What follows belongs to an exercise in optimizing a design on an open flow for small area; a production flow would make more cautious choices.
In this exercise RTL edits were held to simulation tests only and were not proved equivalent to the original.
Power and IR drop assume default switching activity.

==> flow/run.sh <==
#!/bin/bash
# synth_recipe.tcl (not shown) runs the flow's synth.tcl, then flattens the netlist and writes it again
# the make line also repeats each setting of config.mk as NAME=value (left out here)
make -C /OpenROAD-flow-scripts/flow DESIGN_CONFIG=/design/flow/config.mk WORK_HOME=/design/flow/orfs CLKGATE_MAP_FILE= SYNTH_SCRIPT=/design/flow/synth_recipe.tcl finish
==> flow/design.v <==
module legv8_decode_regfile (
  input  logic        clk,
  input  logic        rst_n,
  input  logic [31:0] instruction,
  input  logic [31:0] write_data,
  output logic [4:0]  register1,
  output logic [4:0]  register2,
  output logic [4:0]  write_register,
  output logic [31:0] immediate,
  output logic        reg2loc,
  output logic        uncondbranch,
  output logic        branch,
  output logic        mem_read,
  output logic        mem_to_reg,
  output logic        mem_write,
  output logic        alu_src,
  output logic        reg_write,
  output logic [1:0]  alu_op,
  output logic [31:0] data1,
  output logic [31:0] data2
);
  localparam logic [5:0]  OP_B    = 6'b000101;
  localparam logic [5:0]  OP_BL   = 6'b100101;
  localparam logic [7:0]  OP_CBZ  = 8'b10110100;
  localparam logic [7:0]  OP_CBNZ = 8'b10110101;
  localparam logic [8:0]  OP_MOVZ = 9'b111100101;
  localparam logic [9:0]  OP_ADDI = 10'b1001000100;
  localparam logic [9:0]  OP_SUBI = 10'b1101000100;
  localparam logic [10:0] OP_ADD  = 11'b10001011000;
  localparam logic [10:0] OP_SUB  = 11'b11001011000;
  localparam logic [10:0] OP_AND  = 11'b10001010000;
  localparam logic [10:0] OP_ORR  = 11'b10101010000;
  localparam logic [10:0] OP_LDUR = 11'b11111000010;
  localparam logic [10:0] OP_STUR = 11'b11111000000;
  localparam logic [4:0]  XZR     = 5'd31;
  localparam logic [4:0]  LINK    = 5'd30;
  logic        is_bl_s;
  logic        is_rtype_s;
  logic [31:0] rd2_s;
  assign is_bl_s    = (instruction[31:26] == OP_BL);
  assign is_rtype_s = (instruction[31:21] == OP_ADD) || (instruction[31:21] == OP_SUB) ||
                      (instruction[31:21] == OP_AND) || (instruction[31:21] == OP_ORR);
  always_comb begin
    reg2loc      = 1'b0;
    uncondbranch = 1'b0;
    branch       = 1'b0;
    mem_read     = 1'b0;
    mem_to_reg   = 1'b0;
    mem_write    = 1'b0;
    alu_src      = 1'b0;
    reg_write    = 1'b0;
    alu_op       = 2'b00;
    immediate    = 32'd0;
    if (instruction[31:26] == OP_B) begin
      uncondbranch = 1'b1;
      immediate    = {{6{instruction[25]}}, instruction[25:0]};
    end else if (is_bl_s) begin
      uncondbranch = 1'b1;
      reg_write    = 1'b1;
      immediate    = {{6{instruction[25]}}, instruction[25:0]};
    end else if ((instruction[31:24] == OP_CBZ) || (instruction[31:24] == OP_CBNZ)) begin
      reg2loc   = 1'b1;
      branch    = 1'b1;
      alu_op    = 2'b01;
      immediate = {{13{instruction[23]}}, instruction[23:5]};
    end else if (instruction[31:23] == OP_MOVZ) begin
      alu_src   = 1'b1;
      reg_write = 1'b1;
      alu_op    = 2'b11;
      immediate = {16'd0, instruction[20:5]};
    end else if ((instruction[31:22] == OP_ADDI) || (instruction[31:22] == OP_SUBI)) begin
      alu_src   = 1'b1;
      reg_write = 1'b1;
      alu_op    = 2'b10;
      immediate = {{20{instruction[21]}}, instruction[21:10]};
    end else if (is_rtype_s) begin
      reg_write = 1'b1;
      alu_op    = 2'b10;
    end else if (instruction[31:21] == OP_LDUR) begin
      alu_src    = 1'b1;
      mem_to_reg = 1'b1;
      reg_write  = 1'b1;
      mem_read   = 1'b1;
      immediate  = {{23{instruction[20]}}, instruction[20:12]};
    end else if (instruction[31:21] == OP_STUR) begin
      reg2loc   = 1'b1;
      alu_src   = 1'b1;
      mem_write = 1'b1;
      immediate = {{23{instruction[20]}}, instruction[20:12]};
    end else begin
      immediate = 32'd0;
    end
  end
  assign register1      = instruction[9:5];
  assign register2      = reg2loc ? instruction[4:0] : instruction[20:16];
  assign write_register = is_bl_s ? LINK : instruction[4:0];
  logic [31:0] mem_q [31];
  logic [30:0] valid_q;
  logic [30:0] we_s;
  logic [30:0] sel1_s;
  logic [30:0] sel2_s;
  logic [31:0] imm2_s;
  logic [991:0] words_s;
  for (genvar i = 0; i < 31; i++) begin : g_words
    assign words_s[32*i +: 32] = mem_q[i];
  end
  always_comb begin
    for (int i = 0; i < 31; i++) begin
      we_s[i]   = reg_write && (write_register == 5'(i));
      sel1_s[i] = valid_q[i] && (register1 == 5'(i));
      sel2_s[i] = valid_q[i] && !alu_src && (register2 == 5'(i));
    end
  end
  assign imm2_s = alu_src ? immediate : 32'd0;
  legv8_read_port rp1 (.sel(sel1_s), .words(words_s), .extra(32'd0),  .data(data1));
  legv8_read_port rp2 (.sel(sel2_s), .words(words_s), .extra(imm2_s), .data(data2));
  always_ff @(posedge clk or negedge rst_n) begin
    if (!rst_n) begin
      valid_q <= '0;
    end else begin
      valid_q <= valid_q | we_s;
    end
  end
  always_ff @(posedge clk) begin
    for (int i = 0; i < 31; i++) begin
      if (we_s[i]) mem_q[i] <= write_data;
    end
  end
endmodule
module legv8_read_port (
  input  logic [30:0] sel,
  input  logic [991:0] words,
  input  logic [31:0] extra,
  output logic [31:0] data
);
  for (genvar b = 0; b < 32; b++) begin : g_bit
    logic [9:0] grp_n;
    for (genvar g = 0; g < 10; g++) begin : g_grp
      legv8_aoi222 u_aoi (
        .a1(sel[3*g]),   .a2(words[32*(3*g)+b]),
        .b1(sel[3*g+1]), .b2(words[32*(3*g+1)+b]),
        .c1(sel[3*g+2]), .c2(words[32*(3*g+2)+b]),
        .y(grp_n[g])
      );
    end
    assign data[b] = ~&grp_n | (sel[30] & words[32*30+b]) | extra[b];
  end
endmodule
module legv8_aoi222 (
  input  logic a1, a2, b1, b2, c1, c2,
  output logic y
);
  assign y = ~((a1 & a2) | (b1 & b2) | (c1 & c2));
endmodule
==> flow/constraint.sdc <==
create_clock -name core_clock -period 8.0 [get_ports {clk}]
set_input_delay 1.6000 -clock core_clock [delete_from_list [all_inputs] [get_ports {clk}]]
set_output_delay 1.6000 -clock core_clock [all_outputs]
set_load 0.01 [all_outputs]
==> flow/config.mk <==
export PLATFORM = sky130hd
export DESIGN_NAME = legv8_decode_regfile
export DESIGN_NICKNAME = legv8_decode_regfile
export VERILOG_FILES = /design/flow/design.v
export SDC_FILE = /design/flow/constraint.sdc
export NUM_CORES = 4
export LEC_CHECK = 0
export CAP_MARGIN = 20
export CORE_MARGIN = 2
export CORE_UTILIZATION = 30
export SETUP_SLACK_MARGIN = 0.5
export SLEW_MARGIN = 20
export SYNTH_HIERARCHICAL = 1
export SYNTH_MINIMUM_KEEP_SIZE = 0
==> results.py, run 1 <==
metrics = {
    "drt": {
        "top_layer_used": "met5",
        "ant_nets": 0,
        "drtIter0Drc": 7756,
        "drc": 0,
        "wl_um": 172000,
        "drt_pass1_iterations": 14,
        "vias": 32010,
        "met2_length_um": 76960,
        "avgRoutedWirePerCell_um": 37.09,
        "vias_per_cell": 6.903,
        "met1Wirelength_um": 61480,
        "wl_met3_um": 23540,
    },
    "final_layout": {
        "final_cells": 4638,
        "drive_gt1_frac": 0.1657,
        "area_growth_pct": 21.16,
        "fin_util": 0.3668,
        "finalNetCount": 2823,
    },
    "floorplanning": {
        "start_util": 0.3028,
        "num_rows": 136,
        "die_y_um": 377.0,
        "io_pins": 187,
        "coreArea_sq_um": 137800,
        "die-width_um": 377.0,
        "die_area_sq_um": 142100,
    },
    "clock_network": {
        "cts.htree.levels": 3,
        "cts_max_path_buffers": 3,
        "clk_latency_ns": 0.70,
        "cts_root_buffer": "clkbuf_16",
        "path_clk_slew_ns": 0.06,
        "cts_tree": "built",
        "numClockSinks": 1023,
        "numCtsBuffers": 103,
    },
    "synthesis": {
        "yosys-top-cells-count": "992 x edfxtp_1, 640 x a222oi_1, 133 x nand4_1",
        "ys_warn_count": 8,
        "synth_cell_types": 59,
        "syn-mean-instance-area_sq_um": 17.84,
        "synth.most_common_cell": "edfxtp_1",
        "netlist_top_cells_area": "edfxtp_1 71%, a222oi_1 15%, nand4_1 2.0%, dfrtp_1 1.9%, a2111o_1 1.7%",
        "ys_ff_latch": 1023,
        "synth.top_cell.area_share": 0.7138,
        "yosysTopAreaCell": "edfxtp_1",
        "synthArstFlopShare": 0.03030,
        "synth_edf_count": 992,
        "syn-cell-area_sq_um": 41730,
        "ys.flop_type": "edfxtp_1",
        "syn_inst": 2339,
        "seq_area_frac_synth": 0.7324,
    },
    "placement": {
        "place_congestion": 0.8946,
        "place_ws_ns": 0.4526,
        "dp_hpwl_um": 102900,
        "place_inst": 4442,
        "io_buffer_count": 186,
    },
    "grt": {
        "antenna_found_initial": 11,
        "grt.total_usage": 0.2324,
        "grt_pass1_vias": 30950,
        "grt.overflow.total": 0,
        "grt_start_max_net_pins": 33,
        "grt_pass1_wl_um": 235600,
    },
    "sta": {
        "max_freq_mhz": 134.6,
        "setup-tns-final_ns": 0,
        "tightest_slew_ns": 1.137,
        "hold_violations": 0,
        "skew_ns": 0,
        "period_share": 0.9286,
        "setup_ws_ns": 0.5715,
        "period_needed_ns": 7.429,
        "relSlewSlack": 0.2421,
        "setup-violations-final": 0,
        "rsz0062_at_grt": "no",
        "finalMaxSlewViolations": 0,
    },
    "hold_path": {
        "hold_depth": 1,
        "hold_class": "reg2reg",
        "min_to": "valid_q[17]",
        "hold_path_startpoint": "valid_q[17]",
    },
    "setup_path": {
        "rrSetupSlack_ns": 7.21,
        "reg2regPathDepth": 1,
        "path_class": "in2out",
        "timing.rr.end": "valid_q[30]",
        "cp_data_required_time_ns": 6.40,
        "cp_max_fo": 15,
        "start_kind": "input pin",
        "reg2reg_from": "valid_q[30]",
        "arrival_ns": 5.83,
        "crit_path_end_kind": "output port",
    },
    "job": {
        "drv_cap": 0,
    },
    "power": {
        "p_per_area_nw_per_um2": 216.1,
        "p_leak_nw": 16.12,
        "finalPower_mw": 10.92,
        "vdd.ir_drop.worst_uv": 160.6,
    },
    "status": {
        "status": "finished clean",
    },
}
## metrics by stage
step,instance area (sq um),hold slack (ns)
after global placement,47290,0.4614
after global routing,50560,0.5029
after detailed placement,47290,0.4681
after CTS,50550,0.4816
after floorplan,41850,0.4473
final,50560,0.4896
## metal layers
metal / vias up / GRT usage
li1: 12370 / -
met1: 16100 / 0.2966
met2: 2943 / 0.3601
met3: 595 / 0.06227
met4: 10 / 0.1234
met5: - / 0.001715
## cell families (layout without fill, tap and decap cells)
logic type | count (synthesis) | after routing | synth area share
flops | 1023 | 1023 | 0.7324
compound gates | 813 | 813 | 0.1932
simple gates | 427 | 427 | 0.06344
buf+inv | 69 | 541 | 0.009265
mux | 6 | 6 | 0.001589
other cells | 1 | 34 | 0.00008986
## placed cells by master, fill, tap and decap left out, types with 31 or more instances in the layout
| cell | netlist | final |
|---|---|---|
| edfxtp_1 | 992 | 992 |
| a222oi_1 | 640 | 640 |
| clkdlybuf4s50_1 | 0 | 169 |
| buf_4 | 12 | 144 |
| nand4_1 | 133 | 133 |
| clkbuf_16 | 0 | 105 |
| nand3b_1 | 64 | 64 |
| a2111o_1 | 64 | 64 |
| nand2_1 | 47 | 47 |
| and3_2 | 0 | 42 |
| conb_1 | 1 | 32 |
| dfrtp_1 | 31 | 31 |
## critical path: stages
cell and delay [ns]:
clkdlybuf4s50_1 0.52, or3b_2 0.56, nor3_4 0.42, a211oi_1 0.09, buf_4 0.18, and3_2 0.47, buf_4 0.32, a222oi_1 0.33
nand4_1 0.28, a2111o_1 0.50, clkdlybuf4s50_1 0.55
## cell type report
type                            instances  area [sq um]
Clock inverter                         60         519.2
Multi-Input combinational cell       1278         11250
Inverter                                2         7.507
Tap cell                             1794          2245
Sequential cell                      1023         30560
Clock buffer                          130          2731
Timing Repair Buffer                  349          3241
Fill cell                           12870         87270
Antenna cell                            2         5.005
## power by group
part | leakage (nW) | internal, mW | switching, mW
Combinational | 5.18 | 0.0972 | 0.201
Clock | 1.59 | 2.65 | 2.09
Sequential | 9.34 | 5.88 | 0.00478
Total | 16.1 | 8.63 | 2.30
## Yosys stat by module (local to each module, per instance)
| module | cell area (sq um) | times used |
|---|---|---|
| legv8_decode_regfile | 33250 | 1 |
| legv8_read_port | 1035 | 2 |
| legv8_aoi222 | 10.01 | 640 |
## flip-flops by register name (all words and copies together) (netlist names)
signal   flops
valid_q     31
mem_q      992
## worst max-delay path by stage
stage | to | start | slack [ns] | depth (start not counted)
after floorplan | data1[0] | instruction[9] | 1.16 | 6
after global placement | data2[23] | instruction[28] | 0.40 | 11
after detailed placement | data2[14] | instruction[25] | 0.45 | 12
after CTS | data2[23] | instruction[30] | 0.56 | 13
after global routing | data2[28] | instruction[25] | 0.50 | 11
final | data2[13] | instruction[25] | 0.57 | 11
## timing repair
| action | CTS | global route |
|---|---|---|
| hold buffers | 0 | 0 |
| setup endpoints to repair | 5 | 23 |
| buffers inserted | 1 | 0 |
| resized for setup | 0 | 7 |
| pin swaps | 1 | 4 |
| hold endpoints to repair | 0 | 0 |
==> inputs of run 2 (changes only) <==
--- a/flow/design.v
+++ b/flow/design.v
@@ -99,7 +99,6 @@
   logic [30:0] we_s;
   logic [30:0] sel1_s;
   logic [30:0] sel2_s;
-  logic [31:0] imm2_s;
   logic [991:0] words_s;
   for (genvar i = 0; i < 31; i++) begin : g_words
     assign words_s[32*i +: 32] = mem_q[i];
@@ -111,9 +110,10 @@
       sel2_s[i] = valid_q[i] && !alu_src && (register2 == 5'(i));
     end
   end
-  assign imm2_s = alu_src ? immediate : 32'd0;
-  legv8_read_port rp1 (.sel(sel1_s), .words(words_s), .extra(32'd0),  .data(data1));
-  legv8_read_port rp2 (.sel(sel2_s), .words(words_s), .extra(imm2_s), .data(data2));
+  legv8_read_port #(.HAS_EXTRA(1'b0)) rp1 (.sel(sel1_s), .words(words_s), .ext_en(1'b0), .extra(32'd0),
+                       .data(data1));
+  legv8_read_port rp2 (.sel(sel2_s), .words(words_s), .ext_en(alu_src), .extra(immediate),
+                       .data(data2));
   always_ff @(posedge clk or negedge rst_n) begin
     if (!rst_n) begin
       valid_q <= '0;
@@ -127,14 +127,17 @@
     end
   end
 endmodule
-module legv8_read_port (
-  input  logic [30:0] sel,
+module legv8_read_port #(
+  parameter bit HAS_EXTRA = 1'b1
+) (
+  input  logic [30:0]  sel,
   input  logic [991:0] words,
-  input  logic [31:0] extra,
-  output logic [31:0] data
+  input  logic         ext_en,
+  input  logic [31:0]  extra,
+  output logic [31:0]  data
 );
   for (genvar b = 0; b < 32; b++) begin : g_bit
-    logic [9:0] grp_n;
+    logic [10:0] grp_n;
     for (genvar g = 0; g < 10; g++) begin : g_grp
       legv8_aoi222 u_aoi (
         .a1(sel[3*g]),   .a2(words[32*(3*g)+b]),
@@ -143,8 +146,23 @@
         .y(grp_n[g])
       );
     end
-    assign data[b] = ~&grp_n | (sel[30] & words[32*30+b]) | extra[b];
+    if (HAS_EXTRA) begin : g_ext
+      legv8_aoi22 u_aoi_last (
+        .a1(sel[30]), .a2(words[32*30+b]),
+        .b1(ext_en),  .b2(extra[b]),
+        .y(grp_n[10])
+      );
+    end else begin : g_noext
+      assign grp_n[10] = ~(sel[30] & words[32*30+b]);
+    end
+    assign data[b] = ~&grp_n;
   end
+endmodule
+module legv8_aoi22 (
+  input  logic a1, a2, b1, b2,
+  output logic y
+);
+  assign y = ~((a1 & a2) | (b1 & b2));
 endmodule
 module legv8_aoi222 (
   input  logic a1, a2, b1, b2, c1, c2,
--- a/flow/config.mk
+++ b/flow/config.mk
@@ -7,8 +7,9 @@
 export LEC_CHECK = 0
 export CAP_MARGIN = 20
 export CORE_MARGIN = 2
-export CORE_UTILIZATION = 30
-export SETUP_SLACK_MARGIN = 0.5
+export CORE_UTILIZATION = 65
+export CTS_BUF_LIST = sky130_fd_sc_hd__clkbuf_8
+export SETUP_SLACK_MARGIN = 0.1
 export SLEW_MARGIN = 20
 export SYNTH_HIERARCHICAL = 1
 export SYNTH_MINIMUM_KEEP_SIZE = 0
==> run 2 against run 1 <==
Compared with the run above:
- sequential cell count did not move
- still clean on timing, DRC and antenna
- die area is 53% lower
- maximum frequency down 6.3%
- sequential share of layout area up 2.1 points
- critical path type unchanged
- sequential power hardly changed
==> results.py, run 2 <==
metrics = {
    "clock_network": {
        "numCtsBuffers": 158,
        "cts-resized-gates": 0,
        "cts_tree": "built",
        "path_clk_slew_ns": 0.06,
        "cts.htree.levels": 4,
        "numClockSinks": 1023,
        "cts_root_buffer": "clkbuf_8",
        "ctsHoldBuffers": 0,
        "cts_setup_buffers": 0,
        "clk_latency_ns": 0.83,
        "cts_max_path_buffers": 3,
    },
    "setup_path": {
        "reg2regPathDepth": 1,
        "reg2reg_from": "valid_q[30]",
        "path_class": "in2out",
        "crit_path_end_kind": "output port",
        "arrival_ns": 6.33,
        "timing.rr.end": "valid_q[30]",
        "critPathCapture": "data2[9]",
        "critical_path.startpoint": "instruction[4]",
        "cp_data_required_time_ns": 6.40,
        "cp_max_fo": 17,
        "start_kind": "input pin",
        "rrSetupSlack_ns": 7.20,
    },
    "sta": {
        "tightest_slew_ns": 1.294,
        "period_needed_ns": 7.931,
        "max_freq_mhz": 126.1,
        "finalMaxSlewViolations": 0,
        "hold_slack_ns": 0.4913,
        "rsz0062_at_grt": "no",
        "setup-tns-final_ns": 0,
        "hold_violations": 0,
        "relSlewSlack": 0.1372,
        "skew_ns": 0,
        "setup-violations-final": 0,
        "setup_ws_ns": 0.06882,
        "period_share": 0.9914,
    },
    "synthesis": {
        "syn_inst": 2359,
        "syn-cell-area_sq_um": 41630,
        "syn-mean-instance-area_sq_um": 17.65,
        "ys_warn_count": 8,
    },
    "drt": {
        "ant_nets": 0,
        "vias_per_cell": 9.148,
        "vias": 34430,
        "wl_um": 172900,
        "avgRoutedWirePerCell_um": 45.95,
        "drc": 0,
        "drt_pass1_iterations": 17,
        "drtIter0Drc": 10860,
    },
    "floorplanning": {
        "die-width_um": 257.1,
        "coreArea_sq_um": 63200,
        "die_y_um": 257.1,
        "num_rows": 92,
        "start_util": 0.6587,
        "die_area_sq_um": 66090,
        "io_pins": 187,
    },
    "final_layout": {
        "final_cell_mix": "992 x edfxtp_1, 640 x a222oi_1, 181 x clkdlybuf4s50_1, 160 x clkbuf_8",
        "n_fill_cell": 3590,
        "finalNetCount": 2870,
        "layout_commonest_cell": "edfxtp_1",
        "largest_register": "mem_q",
        "area_growth_pct": 17.37,
        "drive_gt1_frac": 0.1695,
        "largest_register_ffs": 992,
        "reg_top3": "mem_q x992, valid_q x31",
    },
    "grt": {
        "grt_pass1_vias": 33030,
        "grt.total_usage": 0.5126,
        "grt.overflow.total": 0,
        "grt_pass1_wl_um": 236100,
        "antenna_found_initial": 6,
        "grt_start_max_net_pins": 33,
    },
    "hold_path": {
        "hold_path_startpoint": "valid_q[2]",
        "hold_class": "reg2reg",
    },
    "placement": {
        "io_buffer_count": 186,
        "place_congestion": 0.9784,
        "dp_hpwl_um": 101200,
        "place_ws_ns": 0.2791,
    },
    "power": {
        "p_leak_nw": 16.07,
        "finalPower_mw": 10.23,
        "vdd.ir_drop.worst_uv": 225.9,
        "p_per_area_nw_per_um2": 209.4,
    },
    "status": {
        "status": "finished clean",
    },
    "job": {
        "drv_cap": 0,
    },
}
[run 2: final cells by class]
| type | instances | area, sq um | area share |
|---|---|---|---|
| Clock buffer | 160 | 2202 | 0.04507 |
| Clock inverter | 110 | 611.8 | 0.01252 |
| Sequential cell | 1023 | 30560 | 0.6255 |
| Antenna cell | 4 | 10.01 | 0.0002049 |
| Timing Repair Buffer | 344 | 3336 | 0.06827 |
| Tap cell | 846 | 1059 | 0.02166 |
| Inverter | 4 | 15.01 | 0.0003073 |
| Multi-Input combinational cell | 1273 | 11060 | 0.2264 |
[run 2: worst max-delay path, stage by stage]
cell	delay, ns
clkdlybuf4s50_1	0.74
or3b_2	0.73
o311ai_1	0.79
and3_2	0.92
a222oi_1	0.19
nand4_1	0.17
or3_1	0.47
buf_12	0.17
clkdlybuf4s50_1	0.53
[run 2: worst min-delay path by stage]
stage | end | slack (ns) | cells after the start
after floorplan | valid_q[16] | 0.44 | 1
after global placement | valid_q[2] | 0.46 | 1
after detailed placement | valid_q[2] | 0.47 | 1
after CTS | valid_q[2] | 0.49 | 1
after global routing | valid_q[1] | 0.50 | 1
final | valid_q[2] | 0.49 | 1
[run 2: per-layer routing]
| metal | global-route usage | share of wire | vias up |
|---|---|---|---|
| met5 | 0.01974 | 0.00096 | - |
| met4 | 0.3330 | 0.085 | 7 |
| met3 | 0.2755 | 0.22 | 1030 |
| met2 | 0.7034 | 0.41 | 4633 |
| met1 | 0.6291 | 0.29 | 16260 |
| li1 | - | - | 12500 |
[run 2: report_power, final]
group	switching [mW]	internal, mW
logic	0.216	0.101
clock network	2.08	1.94
registers	0.00570	5.89
[run 2: stage by stage]
| stage | cell area [sq um] | cells | util |
|---|---|---|---|
| finish | 48860 | 3764 | 0.7732 |
| global route | 48860 | 3764 | 0.7732 |
| CTS | 48870 | 3760 | 0.7733 |
| detailed placement | 46050 | 3490 | 0.7287 |
| global placement | 46050 | 3490 | 0.7287 |
| floorplan | 41630 | 2359 | - |
==> inputs of run 3 (changes only) <==
==> flow/flow/run.sh (new file) <==
#!/bin/bash
# Layout flow: the standard ORFS flow (standard.sh) with two changes.
#  - Port buffers use the smallest buffer (buf_1) instead of the default
#    pick; every input and output port still gets its own buffer.
#  - Clock tree: clkbuf_8 with sink clusters of up to 14 flops and no
#    dummy loads; the tree stays balanced and drives every register.
# The make output goes to flow_make.log here; ORFS keeps each step's own
# log under orfs/logs/.
set -euo pipefail
export BUFFER_PORTS_ARGS="-buffer_cell sky130_fd_sc_hd__buf_1"
export CTS_ARGS="-sink_clustering_enable -repair_clock_nets -dont_use_dummy_load -buf_list sky130_fd_sc_hd__clkbuf_8 -sink_clustering_size 14 -sink_clustering_max_diameter 60"
bash standard.sh > flow_make.log 2>&1
==> flow/standard.sh (new file) <==
#!/bin/bash
# synth_recipe.tcl (not shown) runs the flow's synth.tcl, then flattens the netlist and writes it again
# the make line also repeats each setting of config.mk as NAME=value (left out here)
make -C /OpenROAD-flow-scripts/flow DESIGN_CONFIG=/design/flow/config.mk WORK_HOME=/design/flow/orfs CLKGATE_MAP_FILE= SYNTH_SCRIPT=/design/flow/synth_recipe.tcl "${@:-finish}"
--- a/flow/config.mk
+++ b/flow/config.mk
@@ -8,7 +8,6 @@
 export CAP_MARGIN = 20
 export CORE_MARGIN = 2
 export CORE_UTILIZATION = 65
-export CTS_BUF_LIST = sky130_fd_sc_hd__clkbuf_8
 export SETUP_SLACK_MARGIN = 0.1
 export SLEW_MARGIN = 20
 export SYNTH_HIERARCHICAL = 1
removed: flow/run.sh
==> run 3 against run 2 <==
Compared with the run above:
- critical path type unchanged
- largest power group unchanged
- die area unchanged
- core utilization down 5.2 points
- via count is 3.4% lower
- sequential power about the same
- critical endpoint is now data2[19]
- register-to-register slack about the same
- worst setup slack improved by 0.66 ns
==> results.py, run 3 <==
metrics = {
    "drt": {
        "drtIter0Drc": 9865,
        "wl_um": 168500,
        "avgRoutedWirePerCell_um": 47.78,
        "vias_per_cell": 9.434,
        "vias": 33270,
        "ant_nets": 0,
        "drc": 0,
        "drt_pass1_iterations": 15,
    },
    "clock_network": {
        "cts_max_path_buffers": 3,
        "numClockSinks": 1023,
        "ctsHoldBuffers": 0,
        "cts.htree.levels": 3,
        "numCtsBuffers": 84,
        "path_clk_slew_ns": 0.09,
        "cts_tree": "built",
        "clk_latency_ns": 0.68,
        "cts-resized-gates": 0,
        "cts_root_buffer": "clkbuf_8",
        "cts_setup_buffers": 0,
    },
    "grt": {
        "grt_pass1_vias": 31670,
        "grt_pass1_wl_um": 230200,
        "grt_start_max_net_pins": 33,
        "antenna_found_initial": 6,
        "grt.total_usage": 0.5006,
        "grt.overflow.total": 0,
    },
    "setup_path": {
        "start_kind": "input pin",
        "cp_data_required_time_ns": 6.40,
        "path_class": "in2out",
        "crit_path_end_kind": "output port",
        "arrival_ns": 5.67,
        "cp_max_fo": 32,
    },
    "sta": {
        "rsz0062_at_grt": "no",
        "period_share": 0.9084,
        "relSlewSlack": 0.08062,
        "max_freq_mhz": 137.6,
        "period_needed_ns": 7.267,
        "hold_violations": 0,
        "setup-violations-final": 0,
        "tightest_slew_ns": 1.379,
        "setup_ws_ns": 0.7328,
        "setup-tns-final_ns": 0,
        "skew_ns": 0,
        "finalMaxSlewViolations": 0,
    },
    "final_layout": {
        "largest_register_ffs": 992,
        "area_growth_pct": 9.480,
        "final_cells": 3527,
        "reg_top3": "mem_q x992, valid_q x31",
        "largest_register": "mem_q",
        "layout_commonest_cell": "edfxtp_1",
        "fin_util": 0.7212,
        "finalNetCount": 2743,
        "drive_gt1_frac": 0.1342,
        "n_fill_cell": 4005,
        "final_cell_mix": "992 x edfxtp_1, 640 x a222oi_1, 163 x buf_1, 133 x nand4_1, 87 x buf_4",
    },
    "synthesis": {
        "syn-mean-instance-area_sq_um": 17.65,
        "syn-cell-area_sq_um": 41630,
        "ys_warn_count": 8,
        "syn_inst": 2359,
    },
    "floorplanning": {
        "io_pins": 187,
        "start_util": 0.6587,
        "coreArea_sq_um": 63200,
        "die_area_sq_um": 66090,
        "die-width_um": 257.1,
        "num_rows": 92,
        "die_y_um": 257.1,
    },
    "power": {
        "p_per_area_nw_per_um2": 190.7,
        "p_leak_nw": 14.35,
        "vdd.ir_drop.worst_uv": 202.4,
    },
    "placement": {
        "place_congestion": 1.005,
        "place_inst": 3432,
        "place_ws_ns": 1.092,
        "dp_hpwl_um": 95140,
        "io_buffer_count": 186,
    },
    "hold_path": {
        "hold_class": "reg2reg",
    },
    "status": {
        "status": "finished clean",
    },
    "job": {
        "drv_cap": 0,
    },
}
-- run 3: cell types whose count changed in the layout (fill, tap and decap cells not counted), sizes merged --
cell | previous run | this run
clkinvlp | 1 | 0
buf | 163 | 269
diode | 4 | 6
clkdlybuf4s50 | 181 | 0
inv | 65 | 3
clkinv | 46 | 1
bufinv | 2 | 0
clkbuf | 160 | 106
-- run 3: final timing paths --
| path | from | endpoint | slack [ns] | cells past startpoint |
|---|---|---|---|---|
| worst max register to register | valid_q[30] | valid_q[30] | 7.21 | 1 |
| worst min register to register | valid_q[5] | valid_q[5] | 0.49 | 1 |
| max in group asynchronous | rst_n | valid_q[27] | 6.74 | 2 |
| worst max-delay path | instruction[0] | data2[19] | 0.73 | 8 |
| worst min-delay path | valid_q[5] | valid_q[5] | 0.49 | 1 |
| min in group asynchronous | rst_n | valid_q[18] | 0.93 | 2 |
-- run 3: worst max-delay path, stage by stage --
cell	delay (ns)
buf_1	0.70
or3b_2	0.63
o311ai_1	0.55
and3_2	1.15
a222oi_1	0.39
nand4_1	0.29
or3_1	0.17
buf_1	0.16
-- run 3: power by group --
group	leakage (nW)	internal, mW	switching [mW]	total [mW]
clock network	0.604	0.938	1.61	2.55
registers	9.34	5.87	0.00550	5.88
logic	4.41	0.0591	0.208	0.267
-- run 3: layout make-up --
type	instances	area, sq um	area share
clock buffer	84	1156	0.02537
multi-input combinational	1273	11060	0.2427
timing repair buffer	291	1704	0.03739
sequential	1023	30560	0.6706
inverter	4	15.01	0.0003294
antenna	6	15.01	0.0003294
tap	846	1059	0.02323
-- run 3: stage by stage --
step,hold slack (ns),instance area (sq um),power (mW)
4_1_cts,0.4822,45460,8.641
5_1_grt,0.5058,45570,8.853
6_report,0.4884,45580,8.693
3_5_place_dp,0.4626,44300,6.251
3_3_place_gp,0.4613,44280,6.242
2_1_floorplan,0.4441,41630,6.096
-- run 3: routing by layer --
layer	global-route usage	wire (um)	up-vias
li1	-	-	12110
met1	0.6405	50860	15990
met2	0.6879	68810	4223
met3	0.2374	35190	942
met4	0.3198	13610	4
met5	0	23	-
==> inputs of run 4 (changes only) <==
--- a/flow/design.v
+++ b/flow/design.v
@@ -121,9 +121,15 @@
       valid_q <= valid_q | we_s;
     end
   end
+  logic [31:0] mem_d [31];
+  for (genvar i = 0; i < 31; i++) begin : g_row
+    legv8_hold_row u_hold (
+      .we(we_s[i]), .we_n(!we_s[i]), .wdata(write_data), .q(mem_q[i]), .d(mem_d[i])
+    );
+  end
   always_ff @(posedge clk) begin
     for (int i = 0; i < 31; i++) begin
-      if (we_s[i]) mem_q[i] <= write_data;
+      mem_q[i] <= mem_d[i];
     end
   end
 endmodule
@@ -147,22 +153,18 @@
       );
     end
     if (HAS_EXTRA) begin : g_ext
-      legv8_aoi22 u_aoi_last (
+      logic last_s;
+      legv8_ao22 u_ao_last (
         .a1(sel[30]), .a2(words[32*30+b]),
         .b1(ext_en),  .b2(extra[b]),
-        .y(grp_n[10])
+        .x(last_s)
       );
+      assign grp_n[10] = ~last_s;
     end else begin : g_noext
       assign grp_n[10] = ~(sel[30] & words[32*30+b]);
     end
     assign data[b] = ~&grp_n;
   end
-endmodule
-module legv8_aoi22 (
-  input  logic a1, a2, b1, b2,
-  output logic y
-);
-  assign y = ~((a1 & a2) | (b1 & b2));
 endmodule
 module legv8_aoi222 (
   input  logic a1, a2, b1, b2, c1, c2,
@@ -170,3 +172,20 @@
 );
   assign y = ~((a1 & a2) | (b1 & b2) | (c1 & c2));
 endmodule
+module legv8_hold_row (
+  input  logic        we,
+  input  logic        we_n,
+  input  logic [31:0] wdata,
+  input  logic [31:0] q,
+  output logic [31:0] d
+);
+  for (genvar b = 0; b < 32; b++) begin : g_bit
+    legv8_ao22 u_ao (.a1(we), .a2(wdata[b]), .b1(we_n), .b2(q[b]), .x(d[b]));
+  end
+endmodule
+module legv8_ao22 (
+  input  logic a1, a2, b1, b2,
+  output logic x
+);
+  assign x = (a1 & a2) | (b1 & b2);
+endmodule
--- a/flow/config.mk
+++ b/flow/config.mk
@@ -7,7 +7,7 @@
 export LEC_CHECK = 0
 export CAP_MARGIN = 20
 export CORE_MARGIN = 2
-export CORE_UTILIZATION = 65
+export CORE_UTILIZATION = 50
 export SETUP_SLACK_MARGIN = 0.1
 export SLEW_MARGIN = 20
 export SYNTH_HIERARCHICAL = 1
==> run 4 against run 3 <==
Compared with the run above:
- core utilization down 16 points
- routed wire length up 23%
- clock power up 8.2%
- sequential cell count unchanged
- worst setup slack worse by 0.41 ns
- critical path depth up 5
- critical endpoint is now data2[11]
==> results.py, run 4 <==
metrics = {
    "final_layout": {
        "area_growth_pct": 11.16,
        "largest_register_ffs": 992,
        "drive_gt1_frac": 0.09777,
        "fin_util": 0.5599,
        "n_fill_cell": 6894,
        "final_cell_mix": "1025 x a22o_1, 992 x dfxtp_1, 650 x a222oi_1, 171 x buf_1, 169 x buf_4",
        "largest_register": "mem_q",
        "reg_top3": "mem_q x992, valid_q x31",
        "ff_latch_area_sq_um": 20630,
        "multiInputGateArea_sq_um": 19620,
        "layout_commonest_cell": "a22o_1",
        "finalNetCount": 3832,
    },
    "setup_path": {
        "arrival_ns": 6.08,
        "path_class": "in2out",
        "reg2reg_from": "valid_q[30]",
        "cp_data_required_time_ns": 6.40,
        "critical_path.startpoint": "instruction[25]",
        "crit_path_end_kind": "output port",
        "start_kind": "input pin",
        "cp_max_fo": 22,
    },
    "floorplanning": {
        "die_y_um": 288.4,
        "start_util": 0.5037,
        "coreArea_sq_um": 80290,
        "die-width_um": 288.4,
        "num_rows": 104,
        "die_area_sq_um": 83170,
        "io_pins": 187,
    },
    "clock_network": {
        "clk_latency_ns": 0.77,
        "cts_max_path_buffers": 3,
        "cts_root_buffer": "clkbuf_8",
        "numClockSinks": 1023,
        "cts.htree.levels": 3,
        "numCtsBuffers": 90,
        "cts_tree": "built",
        "ctsHoldBuffers": 0,
        "path_clk_slew_ns": 0.07,
    },
    "power": {
        "vdd.ir_drop.worst_uv": 143.8,
        "p_leak_nw": 16.92,
        "p_per_area_nw_per_um2": 185.2,
        "finalPower_mw": 8.325,
    },
    "drt": {
        "vias_per_cell": 8.814,
        "drc": 0,
        "avgRoutedWirePerCell_um": 43.10,
        "drt_pass1_iterations": 15,
        "ant_nets": 0,
        "drtIter0Drc": 10790,
        "wl_um": 208100,
        "vias": 42560,
    },
    "sta": {
        "rsz0062_at_grt": "no",
        "max_freq_mhz": 130.3,
        "setup-tns-final_ns": 0,
        "period_needed_ns": 7.677,
        "period_share": 0.9597,
        "hold_violations": 0,
        "setup-violations-final": 0,
        "tightest_slew_ns": 1.366,
        "relSlewSlack": 0.08912,
        "finalMaxSlewViolations": 0,
        "skew_ns": 0,
    },
    "placement": {
        "dp_hpwl_um": 125700,
        "place_congestion": 1.016,
        "io_buffer_count": 186,
    },
    "synthesis": {
        "syn-cell-area_sq_um": 40440,
        "syn-mean-instance-area_sq_um": 11.99,
        "ys_warn_count": 10,
        "syn_inst": 3374,
    },
    "grt": {
        "grt_start_max_net_pins": 44,
        "grt_pass1_wl_um": 288900,
        "grt_pass1_vias": 39030,
        "grt.total_usage": 0.4750,
        "antenna_found_initial": 10,
        "grt.overflow.total": 0,
    },
    "hold_path": {
        "hold_class": "reg2reg",
        "hold_path_startpoint": "valid_q[3]",
    },
    "job": {
        "drv_cap": 0,
    },
    "status": {
        "status": "finished clean",
    },
}
run 4: cell count changes in the layout (fill, tap and decap cells not counted), sizes merged, moves of 10 or more:
cell,change
a22oi,-44
nor4,-27
nand2,+16
nand4,-34
nand4b,+33
edfxtp,-992
buf,+74
dfxtp,+992
nand3,+10
and3,+26
a22o,+1025
a222oi,+10
run 4: worst paths after layout:
check	depth (start not counted)	slack, ns	to
setup / recovery	13	0.32	data2[11]
hold / removal	1	0.49	valid_q[3]
setup reg to reg	2	7.14	valid_q[30]
hold reg to reg	1	0.49	valid_q[3]
max in group asynchronous	1	6.34	valid_q[7]
min in group asynchronous	1	0.97	valid_q[2]
run 4: power by group:
group / switching (mW) / internal, mW / leakage [nW]
logic: 0.239 / 0.0962 / 7.87
clock network: 1.76 / 1.00 / 0.647
registers: 0.0667 / 5.17 / 8.41
run 4: timing repair:
action,in CTS,in global routing
setup endpoints to repair,0,1
setup buffers,0,0
resized for setup,0,1
run 4: stage by stage:
stage | setup slack [ns] | cell area [sq um] | hold WS [ns] | instances
CTS | 0.3954 | 44880 | 0.4881 | 4817
global placement | 0.4535 | 43640 | 0.4621 | 4727
detailed placement | 0.3890 | 43640 | 0.4667 | 4727
global route | 0.2321 | 44950 | 0.5055 | 4826
finish | 0.3225 | 44950 | 0.4895 | 4828
floorplan | 0.5266 | 40440 | 0.4409 | 3374
run 4: layout make-up:
cell class / instances / share of cell area
Sequential cell: 1023 / 0.4591
Clock buffer: 90 / 0.02756
Tap cell: 1060 / 0.02951
Timing Repair Buffer: 364 / 0.04612
Antenna cell: 4 / 0.0002227
Multi-Input combinational cell: 2275 / 0.4365
Inverter: 12 / 0.001058
run 4: routing by layer:
| metal | routed length [um] | part of all wire | global-route usage |
|---|---|---|---|
| met1 | 75350 | 0.36 | 0.6280 |
| met2 | 81040 | 0.39 | 0.6473 |
| met3 | 38060 | 0.18 | 0.2231 |
| met4 | 13410 | 0.064 | 0.2293 |
| met5 | 235 | 0.0011 | 0 |
run 4: critical path, cell delays in order:
cell and delay (ns):
buf_1 0.19, nand4b_1 0.26, or2_1 0.40, inv_4 0.14, a21oi_4 0.39, buf_4 0.25, o22ai_2 0.16, and3_1 0.38
buf_4 0.30, a222oi_1 0.64, nand4_1 0.54, or3_1 0.62, buf_1 0.18
==> inputs of run 5 (changes only) <==
--- a/flow/config.mk
+++ b/flow/config.mk
@@ -7,8 +7,8 @@
 export LEC_CHECK = 0
 export CAP_MARGIN = 20
 export CORE_MARGIN = 2
-export CORE_UTILIZATION = 50
-export SETUP_SLACK_MARGIN = 0.1
+export CORE_UTILIZATION = 40
+export SETUP_SLACK_MARGIN = 0.3
 export SLEW_MARGIN = 20
 export SYNTH_HIERARCHICAL = 1
 export SYNTH_MINIMUM_KEEP_SIZE = 0
==> run 5 against run 4 <==
Compared with the run above:
- still clean
- maximum frequency rose by 1.3%
- die area is 25% higher
- global-route usage decreased by 11 points
- final cell count increased by 4.4%
- final area grew 0.52%
- worst setup slack gained 0.10 ns
- synthesized cell count unchanged
- sequential share of layout area decreased by 0.24 points
- area after synthesis unchanged
- critical path type unchanged
- critical endpoint is now data2[21]
- largest cell class unchanged
- clock power hardly changed
- routed wire length shrank 3.1%
- non-clock buffer count fell by 25
==> results.py, run 5 <==
metrics = {
    "synthesis": {
        "syn-mean-instance-area_sq_um": 11.99,
        "syn_inst": 3374,
        "syn-cell-area_sq_um": 40440,
        "ys_warn_count": 10,
    },
    "clock_network": {
        "numCtsBuffers": 87,
        "cts.htree.levels": 3,
        "cts_tree": "built",
        "cts-resized-gates": 0,
        "cts_max_path_buffers": 3,
        "path_clk_slew_ns": 0.08,
        "clk_latency_ns": 0.75,
        "numClockSinks": 1023,
        "ctsHoldBuffers": 0,
        "cts_setup_buffers": 0,
        "cts_root_buffer": "clkbuf_8",
    },
    "drt": {
        "wl_um": 201700,
        "vias_per_cell": 8.131,
        "drtIter0Drc": 9735,
        "avgRoutedWirePerCell_um": 40.01,
        "drt_pass1_iterations": 14,
        "ant_nets": 0,
        "drc": 0,
        "vias": 41000,
    },
    "grt": {
        "grt_pass1_wl_um": 280000,
        "grt.total_usage": 0.3686,
        "grt_start_max_net_pins": 49,
        "grt.overflow.total": 0,
        "grt_pass1_vias": 36660,
        "antenna_found_initial": 13,
    },
    "final_layout": {
        "layout_commonest_cell": "a22o_1",
        "largest_register_ffs": 992,
        "drive_gt1_frac": 0.09449,
        "reg_top3": "mem_q x992, valid_q x31",
        "largest_register": "mem_q",
        "final_cell_mix": "1025 x a22o_1, 992 x dfxtp_1, 650 x a222oi_1, 173 x buf_1, 144 x buf_4",
        "finalNetCount": 3804,
        "area_growth_pct": 11.74,
    },
    "power": {
        "pwr-share-comb": 0.040,
        "pwr-share-clk": 0.329,
        "p_seq_frac": 0.631,
        "internal-power_mw": 6.234,
        "p_leak_nw": 16.83,
        "p_per_area_nw_per_um2": 183.5,
        "switchingPower_mw": 2.057,
        "switching_share": 0.2481,
        "vdd.ir_drop.worst_uv": 129.3,
    },
    "floorplanning": {
        "num_rows": 116,
        "die-width_um": 322.0,
        "start_util": 0.4038,
        "die_y_um": 322.0,
        "coreArea_sq_um": 100100,
        "io_pins": 187,
        "die_area_sq_um": 103700,
    },
    "status": {
        "status": "finished clean",
    },
    "setup_path": {
        "cp_max_fo": 18,
        "path_class": "in2out",
        "critical_path.top_delay_family": "simple AND/OR/NAND/NOR gates",
        "start_kind": "input pin",
        "cp_cell_sequence": "buf_1 -> nand4b_1 -> or2_1 -> inv_4 -> a21oi_4 -> mux2i_1 -> and4_1 -> buf_4 -> a222oi_1 -> nand4b_1 -> or3_1 -> buf_1",
        "arrival_ns": 5.98,
        "critPathSlowestCell": "and4_1",
        "crit_path_end_kind": "output port",
        "cp_num_buf_inv": 4,
        "cp_data_required_time_ns": 6.40,
        "cpPeakStageDelay_ns": 1.16,
    },
    "hold_path": {
        "hold_class": "reg2reg",
    },
    "sta": {
        "period_needed_ns": 7.577,
        "period_share": 0.9471,
        "skew_ns": 0,
        "finalMaxSlewViolations": 0,
        "hold_slack_ns": 0.4809,
        "hold_violations": 0,
        "rsz0062_at_grt": "no",
        "relSlewSlack": 0.1086,
        "max_freq_mhz": 132.0,
        "tightest_slew_ns": 1.337,
        "setup-tns-final_ns": 0,
        "setup-violations-final": 0,
    },
    "placement": {
        "io_buffer_count": 186,
        "place_congestion": 1.060,
        "dp_hpwl_um": 123300,
    },
    "job": {
        "drv_cap": 0,
    },
}
-- run 5: worst reg2reg max path, stage by stage, from the launching register on --
cell	delay (ns)
dfrtp_1	0.37
inv_1	0.16
o211ai_1	0.14
-- run 5: stage by stage --
step                      power, mW    util  area [sq um]  std cells  worst slack (ns)
after floorplan               5.454       -         40440       3374            0.5266
after global placement        5.661  0.4378         43840       4942            0.5880
after detailed placement      5.663  0.4385         43920       4945            0.5262
after CTS                     8.255  0.4505         45120       5032            0.5231
after global routing          8.493  0.4510         45170       5037            0.3637
final                         8.291  0.4512         45180       5042            0.4230
-- run 5: power by group through the flow --
stage	logic, mW	registers (mW)	clock network [mW]
2_1_floorplan	0.130	5.32	0
3_3_place_gp	0.314	5.35	0
3_5_place_dp	0.317	5.35	0
4_1_cts	0.317	5.23	2.71
5_1_grt	0.341	5.24	2.91
6_report	0.332	5.23	2.73
-- run 5: final cells by class --
cell class              count  area (sq um)
diodes                      8         20.02
clock buffers              87          1197
multi-input cells        2275         19680
repair buffers            339          1983
flip-flops and latches   1023         20630
inverters                  12         47.55
fillers                  9424         54960
well taps                1298          1624
-- run 5: routing by layer --
layer,GRT usage,vias up,share of wire
met1,0.4898,20130,0.37
met2,0.5243,3892,0.41
met4,0.1709,10,0.053
li1,-,16290,-
met3,0.1403,673,0.17
met5,0,-,0.00034
-- run 5: path summary, 6_finish.rpt --
path	from	endpoint	slack [ns]	cells past startpoint
min in group asynchronous	rst_n	valid_q[21]	0.90	1
min reg2reg	valid_q[0]	valid_q[0]	0.48	1
max reg2reg	valid_q[30]	valid_q[30]	7.16	2
max	instruction[25]	data2[21]	0.42	12
min	valid_q[0]	valid_q[0]	0.48	1
max in group asynchronous	rst_n	valid_q[27]	6.47	1
==> inputs of run 6 (changes only) <==
--- a/flow/design.v
+++ b/flow/design.v
@@ -103,11 +103,23 @@
   for (genvar i = 0; i < 31; i++) begin : g_words
     assign words_s[32*i +: 32] = mem_q[i];
   end
+  logic [3:0] we_lo_s, rd1_lo_s, rd2_lo_s;
+  logic [7:0] we_hi_s, rd1_hi_s, rd2_hi_s;
   always_comb begin
+    for (int j = 0; j < 4; j++) begin
+      we_lo_s[j]  = reg_write && (write_register[1:0] == 2'(j));
+      rd1_lo_s[j] = (register1[1:0] == 2'(j));
+      rd2_lo_s[j] = !alu_src && (register2[1:0] == 2'(j));
+    end
+    for (int k = 0; k < 8; k++) begin
+      we_hi_s[k]  = (write_register[4:2] == 3'(k));
+      rd1_hi_s[k] = (register1[4:2] == 3'(k));
+      rd2_hi_s[k] = (register2[4:2] == 3'(k));
+    end
     for (int i = 0; i < 31; i++) begin
-      we_s[i]   = reg_write && (write_register == 5'(i));
-      sel1_s[i] = valid_q[i] && (register1 == 5'(i));
-      sel2_s[i] = valid_q[i] && !alu_src && (register2 == 5'(i));
+      we_s[i]   = we_lo_s[i % 4] && we_hi_s[i / 4];
+      sel1_s[i] = valid_q[i] && rd1_lo_s[i % 4] && rd1_hi_s[i / 4];
+      sel2_s[i] = valid_q[i] && rd2_lo_s[i % 4] && rd2_hi_s[i / 4];
     end
   end
   legv8_read_port #(.HAS_EXTRA(1'b0)) rp1 (.sel(sel1_s), .words(words_s), .ext_en(1'b0), .extra(32'd0),
--- a/flow/config.mk
+++ b/flow/config.mk
@@ -8,7 +8,7 @@
 export CAP_MARGIN = 20
 export CORE_MARGIN = 2
 export CORE_UTILIZATION = 40
-export SETUP_SLACK_MARGIN = 0.3
+export SETUP_SLACK_MARGIN = 0.1
 export SLEW_MARGIN = 20
 export SYNTH_HIERARCHICAL = 1
 export SYNTH_MINIMUM_KEEP_SIZE = 0
==> run 6 against run 5 <==
Compared with the run above:
- maximum frequency is 2.0% lower
- clock power barely moved
- global-route usage shrank 1.4 points
- synthesized cell count decreased by 1.7%
- combinational power decreased by 12%
- worst setup slack got worse by 0.15 ns
- final area down 0.80%
- sequential power about the same
- routed wire length fell by 4.6%
- critical endpoint is now data2[1]
- non-clock buffer count increased by 12
- core utilization is 0.16 points lower
==> results.py, run 6 <==
metrics = {
    "sta": {
        "rsz0062_at_grt": "no",
        "setup-violations-final": 0,
        "period_share": 0.9664,
        "period_needed_ns": 7.731,
        "relSlewSlack": 0.2118,
        "hold_violations": 0,
        "max_freq_mhz": 129.3,
        "finalMaxSlewViolations": 0,
        "skew_ns": 0,
        "setup-tns-final_ns": 0,
        "hold_slack_ns": 0.4808,
        "tightest_slew_ns": 1.181,
    },
    "setup_path": {
        "worst_path_most_repeated_cell": "buf_1",
        "arrival_ns": 6.13,
        "crit_path_end_kind": "output port",
        "critical_path.top_delay_family": "simple AND/OR/NAND/NOR gates",
        "cp_cell_sequence": "buf_1 -> or4b_4 -> or4_1 -> clkinv_8 -> o21ai_2 -> a211oi_4 -> and3_1 -> buf_4 -> a222oi_1 -> nand4_1 -> or3_1 -> buf_1",
        "cp_num_buf_inv": 4,
        "path_class": "in2out",
        "cpPeakStageDelay_ns": 0.92,
        "cp_data_required_time_ns": 6.40,
        "start_kind": "input pin",
        "critPathSlowestCell": "and3_1",
        "cp_max_fo": 19,
    },
    "floorplanning": {
        "die_y_um": 320.5,
        "io_pins": 187,
        "die-width_um": 320.5,
        "num_rows": 116,
        "coreArea_sq_um": 99710,
        "start_util": 0.4018,
        "die_area_sq_um": 102700,
    },
    "clock_network": {
        "clk_latency_ns": 0.72,
        "path_clk_slew_ns": 0.07,
        "numCtsBuffers": 87,
        "ctsHoldBuffers": 0,
        "cts_tree": "built",
        "cts_root_buffer": "clkbuf_8",
        "numClockSinks": 1023,
        "cts_setup_buffers": 0,
        "cts-resized-gates": 0,
        "cts.htree.levels": 3,
        "cts_max_path_buffers": 3,
    },
    "synthesis": {
        "ys_warn_count": 10,
        "syn-cell-area_sq_um": 40060,
        "syn_inst": 3318,
        "syn-mean-instance-area_sq_um": 12.07,
    },
    "drt": {
        "vias_per_cell": 7.898,
        "ant_nets": 0,
        "drtIter0Drc": 9633,
        "avgRoutedWirePerCell_um": 38.36,
        "drc": 0,
        "drt_pass1_iterations": 11,
        "vias": 39620,
        "wl_um": 192400,
    },
    "final_layout": {
        "final_cells": 5016,
        "reg_top3": "mem_q x992, valid_q x31",
        "ff_latch_area_sq_um": 20630,
        "n_fill_cell": 9235,
        "final_cell_mix": "1025 x a22o_1, 992 x dfxtp_1, 648 x a222oi_1, 176 x buf_1, 164 x buf_4",
        "largest_register": "mem_q",
        "area_growth_pct": 11.88,
        "largest_register_ffs": 992,
        "drive_gt1_frac": 0.09314,
        "multiInputGateArea_sq_um": 19250,
        "layout_commonest_cell": "a22o_1",
        "finalNetCount": 3783,
        "fin_util": 0.4495,
    },
    "power": {
        "p_leak_nw": 16.99,
        "p_per_area_nw_per_um2": 183.6,
        "vdd.ir_drop.worst_uv": 111.2,
    },
    "grt": {
        "antenna_found_initial": 8,
        "grt.overflow.total": 0,
        "grt.total_usage": 0.3543,
        "grt_pass1_wl_um": 270100,
        "grt_start_max_net_pins": 35,
        "grt_pass1_vias": 35410,
    },
    "placement": {
        "dp_hpwl_um": 120900,
        "place_inst": 4925,
        "io_buffer_count": 186,
        "place_congestion": 1.028,
    },
    "hold_path": {
        "hold_class": "reg2reg",
    },
    "job": {
        "drv_cap": 0,
    },
    "status": {
        "status": "finished clean",
    },
}
[run 6: cell types whose count changed in the layout (fill, tap and decap cells not counted), moves of 7 or more]
cell,previous run,this run
a31o_2,27,0
inv_1,10,31
buf_4,144,164
and3_1,53,39
nand2b_1,13,27
nor2_1,20,8
and4_1,10,0
or2_2,0,9
buf_12,8,0
nor3_1,11,3
nor3_4,0,8
nand3_2,18,11
or2_1,1,8
[run 6: path summary, 6_finish.rpt]
path                                  from           to  slack [ns]  depth (start not counted)
setup / recovery           instruction[23]     data2[1]        0.27                         12
hold / removal                 valid_q[26]  valid_q[26]        0.48                          1
setup reg to reg                valid_q[0]   valid_q[0]        7.14                          1
hold reg to reg                valid_q[26]  valid_q[26]        0.48                          1
max in group asynchronous            rst_n  valid_q[12]        6.42                          1
min in group asynchronous            rst_n   valid_q[0]        0.98                          1
[run 6: routing by layer]
layer / share of wire / track usage / vias up
li1: - / - / 16050
met1: 0.38 / 0.4796 / 19620
met2: 0.42 / 0.5192 / 3423
met3: 0.15 / 0.1164 / 517
met4: 0.048 / 0.1403 / 6
met5: 0.00018 / 0.0009456 / -
[run 6: stage by stage]
stage               power (mW)  cell area, sq um  worst slack, ns
floorplan                5.439             40060            1.918
global placement         5.626             43600           0.5569
detailed placement       5.630             43600           0.5587
CTS                      8.212             44800           0.5413
global route             8.441             44820           0.2402
finish                   8.231             44820           0.2688
[run 6: final cells by class]
| class | count | share of cell area |
|---|---|---|
| inverters | 37 | 0.003378 |
| clock buffers | 87 | 0.02671 |
| multi-input cells | 2217 | 0.4295 |
| diodes | 3 | 0.0001675 |
| flip-flops and latches | 1023 | 0.4604 |
| well taps | 1298 | 0.03623 |
| repair buffers | 351 | 0.04366 |
[run 6: power by group]
group	switching [mW]	leakage [nW]	internal [mW]
sequential	0.0679	8.43	5.17
combinational	0.202	7.93	0.0917
clock	1.73	0.626	0.972
total	2.00	17.0	6.23

[static timing again, ports no longer ideal]
In the flow no input, the clock included, has a driving cell. The finished layouts below were timed again as built, in two steps. Step 1 assumes that a clkbuf_16 drives the clock port and a buf_2 every other input. Step 2 times the ports against the registers' clock, not the clock port: input delays grow and output delays shrink by t, the midpoint of the rising clock arrivals with the driver on. Slacks: ideal ports / drivers / drivers and shift; pairs: ideal ports / drivers.
run	shift t [ns]	slack for setup (ns)	worst register clock-pin slew, ns
run 1	0.770	0.571 / 0.547 / 0.547	0.07 / 0.07
run 2	0.892	0.069 / 0.041 / 0.041	0.07 / 0.07
run 3	0.766	0.733 / 0.704 / 0.704	0.10 / 0.10
run 4	0.779	0.323 / 0.295 / 0.295	0.10 / 0.10
run 5	0.813	0.423 / 0.396 / 0.396	0.10 / 0.10
run 6	0.791	0.269 / 0.249 / 0.249	0.10 / 0.10
After both steps setup and hold are still met in every run listed. The setup slack of run 3, which loses most, moves by -0.029 ns with the drivers and by -0.029 ns with both steps.
